Context: an optimization exercise on an open-source flow, tuned for small area, a short achievable clock period and few clock cycles per item. The choices shown serve that exercise and are no tape-out recipe. Only simulation tests tie the RTL to the original design; equivalence was not proved.

Design enigma_top, start of the top module:
module enigma_top (
  input  logic         clk,
  input  logic         reset_n,
  input  logic         set,
  input  logic         en,
  input  logic         valid,
  input  logic         dec,
  input  logic [7:0]   din,
  input  logic [31:0]  first_offset,
  input  logic [31:0]  second_offset,
  input  logic [31:0]  third_offset,
  input  logic [31:0]  first_delay,
  input  logic [31:0]  second_delay,
  input  logic [31:0]  third_delay,
  input  logic [207:0] first_idx_in,
  input  logic [207:0] second_idx_in,
  input  logic [207:0] third_idx_in,
  input  logic [207:0] reflector_idx_in,
  output logic [7:0]   dout,
  output logic         done
);
For scale: about 63000 µm² of cells after synthesis.
Settings: LEC_CHECK=0, CAP_MARGIN=20, CORE_MARGIN=2, CORE_UTILIZATION=40, SLEW_MARGIN=20; clock period 21.0 ns.
standard.sh (not shown) runs the stock make flow with config.mk's settings and CLKGATE_MAP_FILE= SYNTH_SCRIPT=/design/flow/synth_recipe.tcl, a recipe that flattens the netlist after the stock synthesis.
==> flow/flow/run.sh <==
#!/bin/bash
# Standard layout, with plain buf_1 cells as the port buffers and a setup
# margin that makes repair_timing work on the paths that set the period.
set -euo pipefail
bash standard.sh \
  "BUFFER_PORTS_ARGS=-buffer_cell sky130_fd_sc_hd__buf_1" \
  SETUP_SLACK_MARGIN=14 \
  finish > standard_flow.log 2>&1
The starting point passed the timing, design-rule and antenna checks.
Testbench counts at the start, summed over its fixed seeds: cycles 72,202, chars 31,512.
Next try:
--- a/flow/design.v
+++ b/flow/design.v
@@ -81,18 +81,30 @@
   function automatic tbl_t rot(input tbl_t t, input logic up);
     tbl_t r;
     for (int i = 0; i < 26; i++)
       r[5*i +: 5] = up ? t[5*((i + 1) % 26) +: 5] : t[5*((i + 25) % 26) +: 5];
     rot = r;
   endfunction
   function automatic tbl_t rot_r(input tbl_t t, input logic up);
     tbl_t r;
-    for (int i = 0; i < 26; i++)
-      r[5*i +: 5] = up ? dec_r(t[5*((i + 1) % 26) +: 5]) : inc_r(t[5*((i + 25) % 26) +: 5]);
+    for (int i = 0; i < 26; i++) begin
+      logic [4:0] x, y, tg;
+      logic c;
+      x = up ? t[5*((i + 1) % 26) +: 5] : t[5*((i + 25) % 26) +: 5];
+      c = 1'b1;
+      for (int b = 0; b < 5; b++) begin
+        tg[b] = c;
+        c = c & (x[b] ^ up);
+      end
+      y = x ^ tg;
+      if (up && x == 5'd1) y = 5'd26;
+      if (!up && x == 5'd26) y = 5'd1;
+      r[5*i +: 5] = y;
+    end
     rot_r = r;
   endfunction
   function automatic tbl_t load(input logic [207:0] v);
     tbl_t r;
     for (int i = 0; i < 26; i++) r[5*i +: 5] = v[8*((i + 25) % 26) +: 5];
     load = r;
   endfunction
   logic        busy_q, wait_q, done_q, init1_q, init2_q;
@@ -131,17 +143,17 @@
   assign un_turn = {z1 && z2 && z3, z1 && z2 && !z3, z1 && !z2, z1};
   logic [4:0] v1, v2, v3, r4, m3, m2;
   logic [25:0] mh1;
   logic       u1, u2;
   assign u1 = !wait_q && dec && un_turn[0];
   assign u2 = !wait_q && dec && un_turn[1];
   logic [25:0] h1, h2;
   assign h1 = dcd(din[4:0]);
-  assign v1 = u1 ? sel(s1_q, hrot(h1, 1'b1)) : sel(s1_q, wait_q ? dcd(din_q[4:0]) : h1);
+  assign v1 = sel(s1_q, wait_q ? dcd(din_q[4:0]) : u1 ? hrot(h1, 1'b1) : h1);
   assign h2 = dcd(v1);
   assign v2 = sel(s2_q, u2 ? hrot(h2, 1'b0) : h2);
   assign v3  = sel(s3_q, dcd(mid_q));
   assign r4 = sel(sr_q, dcd(v3));
   assign m3 = srch(s3_q, r4);
   assign m2 = srch(s2_q, m3);
   assign mh1 = mtch(s1_q, m2);
   logic [2:0] lvl;       
=> The changed run passed the timing, design-rule and antenna checks. Die area shrinks by a few percent. Worst setup slack degrades by 51 ps. Final area falls by a few percent. Critical path depth goes down by 16. Global-route usage is lower by 0.68 points. Maximum frequency drops slightly. Worst hold slack is about the same. Cell count went down by a few percent. First-iteration DRC count is lower slightly. Clock-buffer cell count falls by 1. Non-clock buffer count goes down by 96.
Testbench counts after the change, summed over its fixed seeds: cycles 72,202, chars 31,512.

==> re-timing with driven ports <==
How much do the figures lean on ideal ports? The routed layouts below were timed once more, with nothing changed but the port constraints. Step 1: set_driving_cell puts a clkbuf_16 on clk and a buf_2 on each other input, an assumption about the parent block. Step 2 moves the port delays by t, midway between the first and last clock arrival at a register: inputs arrive t later, outputs are due t later. That takes back most of the time a late clock gives input paths. a / b / c = ideal / step 1 / step 2; a / b = the first two.
| run | shift t [ns] | setup slack, ns | worst hold slack (ns) | worst setup path at the end |
|---|---|---|---|---|
| the first run | 0.795 | 13.576 / 13.576 / 12.996 | 0.451 / 0.451 / 0.451 | input to register |
| the second run | 0.810 | 13.524 / 13.391 / 12.581 | 0.453 / 0.453 / 0.453 | input to register |
After both steps every run listed still meets setup and hold. For the second run, which loses most, drivers alone change the setup slack by -0.133 ns; drivers and shift together by -0.943 ns.
